From an optimization exercise on the open Yosys and OpenROAD flow, aimed at small area, a short achievable clock period and few clock cycles; shortcuts taken in it are not production practice.
RTL that was checked went through simulation tests only; none was proved equivalent to the original.
No activity file was given, so power comes from the tool's default toggle rates.

==> inputs of 12-09 <==
// gfStreamTop
module gfStreamTop #(
	parameter int slotCount = 4
) (
	input logic clk,
	input logic reset,
	input logic runValue,
	output logic runClear,
	output logic regReq,
	input logic regAck,
	output hostPkg::regAddrT regAddr,
	input logic regReadValid,
	input hostPkg::hostWordT regReadData,
	output logic inReadReq,
	input logic inReadAck,
	output hostPkg::memAddrT inReadAddr,
	input logic inReadValid,
	input hostPkg::hostWordT inReadData,
	output logic outWriteReq,
	input logic outWriteAck,
	output hostPkg::memAddrT outWriteAddr,
	output hostPkg::hostWordT outWriteData
);
	localparam int ptrBits = (slotCount > 1) ? $clog2(slotCount) : 1;
	localparam int creditLimit = slotCount + 1;
	localparam int usedBits = $clog2(creditLimit + 1);
	function automatic logic [7:0] xtime(input logic [7:0] x);
		xtime = {x[6:0], 1'b0} ^ (x[7] ? 8'h1b : 8'h00);
	endfunction
	function automatic logic [ptrBits-1:0] ptrNext(input logic [ptrBits-1:0] p);
		ptrNext = (p == ptrBits'(slotCount - 1)) ? '0 : p + 1'b1;
	endfunction
	logic busy;
	logic regAddrBit;
	logic lengthSeen;
	logic multSeen;
	logic lengthJust;
	logic multJust;
	logic satHigh;
	logic satLow;
	logic rawNonZero;
	logic rawOne;
	logic [10:0] lastPrior;       
	logic lengthZero;
	logic lengthOne;
	logic [7:0] mulEven [0:3];    
	logic [7:0] mulPow [0:7];     
	logic [31:0] cycleCount;
	logic multArrive;
	logic lengthNonZero;
	logic multReady;
	assign multArrive = busy && regReadValid && lengthSeen && !multSeen;
	logic rawSat;
	assign rawSat = satHigh || satLow;
	assign lengthNonZero = lengthJust ? (rawSat || rawNonZero) : !lengthZero;
	logic lengthIsOne;
	assign lengthIsOne = lengthJust ? (!rawSat && rawOne) : lengthOne;
	assign multReady = multSeen && !multJust;
	assign regAddr = {7'b0, regAddrBit};
	always_ff @(posedge clk) begin
		satHigh <= |regReadData[31:22];
		satLow <= |regReadData[21:11];
		rawNonZero <= |regReadData[10:0];
		rawOne <= (regReadData[10:0] == 11'd1);
		if (!multSeen) begin
			mulEven[0] <= regReadData[7:0];
		end
		for (int i = 1; i < 4; i++) begin
			logic [7:0] power;
			power = mulEven[0];
			for (int j = 0; j < 2*i; j++) power = xtime(power);
			mulEven[i] <= power;
		end
		if (!lengthSeen) begin
			lastPrior <= regReadData[10:0];
		end else if (lengthJust) begin
  ...
export LEC_CHECK = 0
export CAP_MARGIN = 0
export CORE_MARGIN = 2
export CORE_UTILIZATION = 60
export SETUP_SLACK_MARGIN = 2.2
export SLEW_MARGIN = 0
create_clock -name core_clock -period 4.5 [get_ports {clk}]
standard.sh (not shown) runs the stock make flow with config.mk's settings and CLKGATE_MAP_FILE= SYNTH_SCRIPT=/design/flow/synth_recipe.tcl, a recipe that flattens the netlist after the stock synthesis.
==> flow/flow/run.sh <==
#!/bin/bash
# Standard layout with two resizer changes: port buffers are plain buffers
# instead of delay cells, and resizing may change a cell's footprint.
set -o pipefail
bash standard.sh MATCH_CELL_FOOTPRINT=0 \
	"BUFFER_PORTS_ARGS=-buffer_cell sky130_fd_sc_hd__buf_2" \
	finish > flow_make.log 2>&1
==> 12-08: changes against 12-09 <==
--- a/flow/design.v
+++ b/flow/design.v
@@ -37,15 +37,15 @@
 	input hostPkg::hostWordT inReadData,
 	output logic outWriteReq,
 	input logic outWriteAck,
 	output hostPkg::memAddrT outWriteAddr,
 	output hostPkg::hostWordT outWriteData
 );
-	localparam int ptrBits = (slotCount > 1) ? $clog2(slotCount) : 1;
+	localparam int ptrBits = (slotCount > 8) ? 4 : (slotCount > 4) ? 3 : (slotCount > 2) ? 2 : 1;
 	localparam int creditLimit = slotCount + 1;
-	localparam int usedBits = $clog2(creditLimit + 1);
+	localparam int usedBits = (creditLimit > 15) ? 5 : (creditLimit > 7) ? 4 : (creditLimit > 3) ? 3 : 2;
 	function automatic logic [7:0] xtime(input logic [7:0] x);
 		xtime = {x[6:0], 1'b0} ^ (x[7] ? 8'h1b : 8'h00);
 	endfunction
 	function automatic logic [ptrBits-1:0] ptrNext(input logic [ptrBits-1:0] p);
 		ptrNext = (p == ptrBits'(slotCount - 1)) ? '0 : p + 1'b1;
 	endfunction
==> flow/flow/run.sh (replaced) <==
#!/bin/bash
# Standard layout with resizer and clock tree changes: port buffers are
# plain buffers instead of delay cells, resizing may change a cell's
# footprint, and the clock tree gets no dummy loads.
set -o pipefail
bash standard.sh MATCH_CELL_FOOTPRINT=0 \
	"BUFFER_PORTS_ARGS=-buffer_cell sky130_fd_sc_hd__buf_2" \
	"CTS_ARGS=-sink_clustering_enable -repair_clock_nets -dont_use_dummy_load -buf_list {sky130_fd_sc_hd__clkbuf_4 sky130_fd_sc_hd__clkbuf_8}" \
	finish > flow_make.log 2>&1
- CORE_UTILIZATION: 60 -> 70
- CTS_BUF_LIST: not set -> sky130_fd_sc_hd__clkbuf_4 sky130_fd_sc_hd__clkbuf_8
- SETUP_SLACK_MARGIN: 2.2 -> 2.4
==> 04-02: changes against 12-09 <==
--- a/flow/design.v
+++ b/flow/design.v
@@ -54,61 +54,44 @@
 	logic lengthSeen;
 	logic multSeen;
 	logic lengthJust;
 	logic multJust;
 	logic satHigh;
 	logic satLow;
-	logic rawNonZero;
-	logic rawOne;
-	logic [10:0] lastPrior;       
+	logic [10:0] lastIndex;       
 	logic lengthZero;
-	logic lengthOne;
-	logic [7:0] mulEven [0:3];    
 	logic [7:0] mulPow [0:7];     
 	logic [31:0] cycleCount;
 	logic multArrive;
 	logic lengthNonZero;
 	logic multReady;
 	assign multArrive = busy && regReadValid && lengthSeen && !multSeen;
-	logic rawSat;
-	assign rawSat = satHigh || satLow;
-	assign lengthNonZero = lengthJust ? (rawSat || rawNonZero) : !lengthZero;
-	logic lengthIsOne;
-	assign lengthIsOne = lengthJust ? (!rawSat && rawOne) : lengthOne;
+	assign lengthNonZero = lengthJust ? (satHigh || satLow || (lastIndex != '0)) : !lengthZero;
 	assign multReady = multSeen && !multJust;
 	assign regAddr = {7'b0, regAddrBit};
 	always_ff @(posedge clk) begin
 		satHigh <= |regReadData[31:22];
 		satLow <= |regReadData[21:11];
-		rawNonZero <= |regReadData[10:0];
-		rawOne <= (regReadData[10:0] == 11'd1);
 		if (!multSeen) begin
-			mulEven[0] <= regReadData[7:0];
-		end
-		for (int i = 1; i < 4; i++) begin
+			mulPow[0] <= regReadData[7:0];
+		end
+		for (int i = 1; i < 8; i++) begin
 			logic [7:0] power;
-			power = mulEven[0];
-			for (int j = 0; j < 2*i; j++) power = xtime(power);
-			mulEven[i] <= power;
+			power = mulPow[0];
+			for (int j = 0; j < i; j++) power = xtime(power);
+			mulPow[i] <= power;
 		end
 		if (!lengthSeen) begin
-			lastPrior <= regReadData[10:0];
+			lastIndex <= regReadData[10:0];
 		end else if (lengthJust) begin
-			lastPrior <= rawSat ? 11'd2045 : lastPrior - 11'd2;
+			lastIndex <= (satHigh || satLow) ? 11'd2046 : lastIndex - 11'd1;
 		end
 		if (lengthJust) begin
-			lengthZero <= !(rawSat || rawNonZero);
-			lengthOne <= !rawSat && rawOne;
+			lengthZero <= !(satHigh || satLow || (lastIndex != '0));
 		end
 		cycleCount <= multJust ? 32'd1 : cycleCount + 32'd1;
-	end
-	always_comb begin
-		for (int i = 0; i < 4; i++) begin
-			mulPow[2*i] = mulEven[i];
-			mulPow[2*i+1] = xtime(mulEven[i]);
-		end
 	end
 	logic [31:0] product;
 	always_comb begin
 		for (int lane = 0; lane < 4; lane++) begin
 			logic [7:0] acc;
 			acc = '0;
@@ -121,42 +104,44 @@
 	logic [31:0] slot [0:slotCount-1];
 	logic [ptrBits-1:0] writePtr;
 	logic [ptrBits-1:0] readPtr;
 	logic [ptrBits:0] fill;
 	logic bufEmpty;
 	logic bufFull;
+	assign bufEmpty = (fill == '0);
+	assign bufFull = (fill == (ptrBits+1)'(slotCount));
 	always_ff @(posedge clk) begin
 		for (int k = 0; k < slotCount; k++) begin
 			if (!bufFull && writePtr == ptrBits'(k)) begin
 				slot[k] <= product;
 			end
 		end
 	end
 	logic readAccept;
 	logic writeAccept;
 	logic writeFree;
-	logic readAtLast;     
-	logic outAtLast;      
+	logic readLast;
 	logic outIsCount;
 	logic outFree;
 	logic loadWord;
 	logic takeSlot;
 	logic pushSlot;
 	logic lastWrite;
 	logic countWait;      
 	logic loadCount;
 	logic [31:0] nextWord;
 	assign readAccept = inReadReq && inReadAck;
 	assign writeAccept = outWriteReq && outWriteAck;
 	assign writeFree = writeAccept && !outIsCount;
+	assign readLast = (inReadAddr == lastIndex);
 	assign outFree = !outWriteReq || writeFree;
 	assign loadWord = outFree && (!bufEmpty || inReadValid);
 	assign takeSlot = loadWord && !bufEmpty;
 	assign pushSlot = inReadValid && !bufEmpty || inReadValid && !outFree;
 	assign nextWord = bufEmpty ? product : slot[readPtr];
-	assign lastWrite = writeFree && outAtLast;
+	assign lastWrite = writeFree && (outWriteAddr == lastIndex);
 	assign loadCount = lastWrite || (countWait && multReady && !outWriteReq);
 	logic readPhase;
 	logic [usedBits-1:0] used;
 	always_ff @(posedge clk) begin
 		if (reset) begin
 			busy <= 1'b0;
@@ -170,14 +155,12 @@
 			inReadReq <= 1'b0;
 			inReadAddr <= '0;
 			used <= '0;
 			writePtr <= '0;
 			readPtr <= '0;
 			fill <= '0;
-			bufEmpty <= 1'b1;
-			bufFull <= 1'b0;
 			outWriteReq <= 1'b0;
 			outIsCount <= 1'b0;
 			outWriteAddr <= '1;
 			countWait <= 1'b0;
 			runClear <= 1'b0;
 		end else begin
@@ -201,55 +184,42 @@
 				end
 				if (regReadValid) begin
 					lengthSeen <= 1'b1;
 					if (lengthSeen) multSeen <= 1'b1;
 				end
 			end
-			if (readAccept && !writeFree) used <= used + 1'b1;
-			if (writeFree && !readAccept) used <= used - 1'b1;
-			if (readAccept) readAtLast <= (inReadAddr == lastPrior);
+			used <= used + usedBits'(readAccept) - usedBits'(writeFree);
 			if (multArrive) begin
-				readAtLast <= lengthIsOne;
 				readPhase <= lengthNonZero;
 				inReadReq <= lengthNonZero;
 				countWait <= !lengthNonZero;
 			end else if (inReadReq && !inReadAck) begin
 				inReadReq <= 1'b1;
 			end else if (readAccept) begin
 				inReadAddr <= inReadAddr + 1'b1;
-				if (readAtLast) begin
+				if (readLast) begin
 					readPhase <= 1'b0;
 					inReadReq <= 1'b0;
 				end else begin
 					inReadReq <= writeFree ? (used <= usedBits'(creditLimit - 1))
 					                       : (used <= usedBits'(creditLimit - 2));
 				end
 			end else begin
 				inReadReq <= readPhase && (writeFree || (used <= usedBits'(creditLimit - 1)));
 			end
 			if (pushSlot) writePtr <= ptrNext(writePtr);
 			if (takeSlot) readPtr <= ptrNext(readPtr);
-			if (pushSlot && !takeSlot) begin
-				fill <= fill + 1'b1;
-				bufEmpty <= 1'b0;
-				bufFull <= (fill == (ptrBits+1)'(slotCount - 1));
-			end
-			if (takeSlot && !pushSlot) begin
-				fill <= fill - 1'b1;
-				bufEmpty <= (fill == (ptrBits+1)'(1));
-				bufFull <= 1'b0;
-			end
+			fill <= fill + (ptrBits+1)'(pushSlot) - (ptrBits+1)'(takeSlot);
 			if (loadCount) begin
 				countWait <= 1'b0;
 				outWriteReq <= 1'b1;
 				outIsCount <= 1'b1;
 				outWriteAddr <= '1;
 			end else if (loadWord) begin
 				outWriteReq <= 1'b1;
 				outWriteAddr <= outWriteAddr + 1'b1;
-				outAtLast <= (outWriteAddr == lastPrior);
 			end else if (writeAccept) begin
 				outWriteReq <= 1'b0;
 				if (outIsCount) begin
 					outIsCount <= 1'b0;
 					runClear <= 1'b1;
 					busy <= 1'b0;
- CAP_MARGIN: 0 -> 20
- CORE_UTILIZATION: 60 -> 40
- SETUP_SLACK_MARGIN: 2.2 -> 2.6
- SLEW_MARGIN: 0 -> 20
==> notes.md <==
item	12-09	04-02	12-08
Peak clock frequency supported by timing	443.1 MHz	469.2 MHz	476.8 MHz
Placed instance count	1937	2033	1884
Run status	finished clean	finished clean	finished clean
Number of flip-flops and latches	284	285	284
Number of cell instances on the worst register-to-register path	6	10	8
Part of the total power dissipated in sequential elements	41.4%	36.9%	44.0%
Placed inst area	15990 um2	16130 um2	15910 um2
Multiplexer fraction of the synthesized cell area	1.337%	0.3594%	1.337%
Data arrival at the endpoint of the critical path	2670 ps	2550 ps	2390 ps
Aggregate routed wire length	39.34 mm	42.61 mm	41.88 mm
Tap cell count	330	468	280
Setup Buffers After CTS	5	83	13
Total via count after detailed routing	11630	11670	12230
Count of filler cells inserted in the layout	1959	3162	1397
Synth unique cells	54	52	54
Synthesized-area fraction occupied by xor and xnor cells	18.06%	17.84%	18.06%
Clock latency on the worst-skew pair	570 ps	560 ps	570 ps
Area Overhead vs Synth	13.89%	29.91%	14.41%
Share of cell area taken by multi-input logic gates	42.50%	41.71%	44.17%
Inverters excl. clock	26	28	27
Worst EP required	4910 ps	4920 ps	4790 ps
Power share of the clock group	27.1%	20.9%	19.1%
Wire length of the first global-routing pass	60.31 mm	64.82 mm	60.29 mm
Testbench counts of 12-08, summed over its fixed seeds: cycles 52,628.
The RTL of 12-09 and 04-02 was laid out without a check of its function.

-- static timing again, ports no longer ideal --
How much do the figures lean on ideal ports? The routed layouts below were timed once more, with nothing changed but the port constraints. Step 1 sets driving cells, clkbuf_16 on the clock port and buf_2 on the other inputs (assumed; they add their load-dependent delay and slew). Step 2 moves the port delays by t, midway between the first and last clock arrival at a register: inputs arrive t later, outputs are due t later. That takes back most of the time a late clock gives input paths. a / b / c = ideal / step 1 / step 2; a / b = the first two.
run	shift t [ns]	setup slack, ns	clock arrival spread, ns	worst slew at a driven data input, ns
12-09	0.608	2.243 / 2.243 / 1.764	0.028 / 0.028	0.05
12-08	0.577	2.403 / 2.381 / 1.839	0.071 / 0.071	0.05
04-02	0.607	2.369 / 2.369 / 1.842	0.013 / 0.013	0.08
After both steps every run listed still meets setup and hold. For 12-08, which loses most, drivers alone change the setup slack by -0.022 ns; drivers and shift together by -0.564 ns.
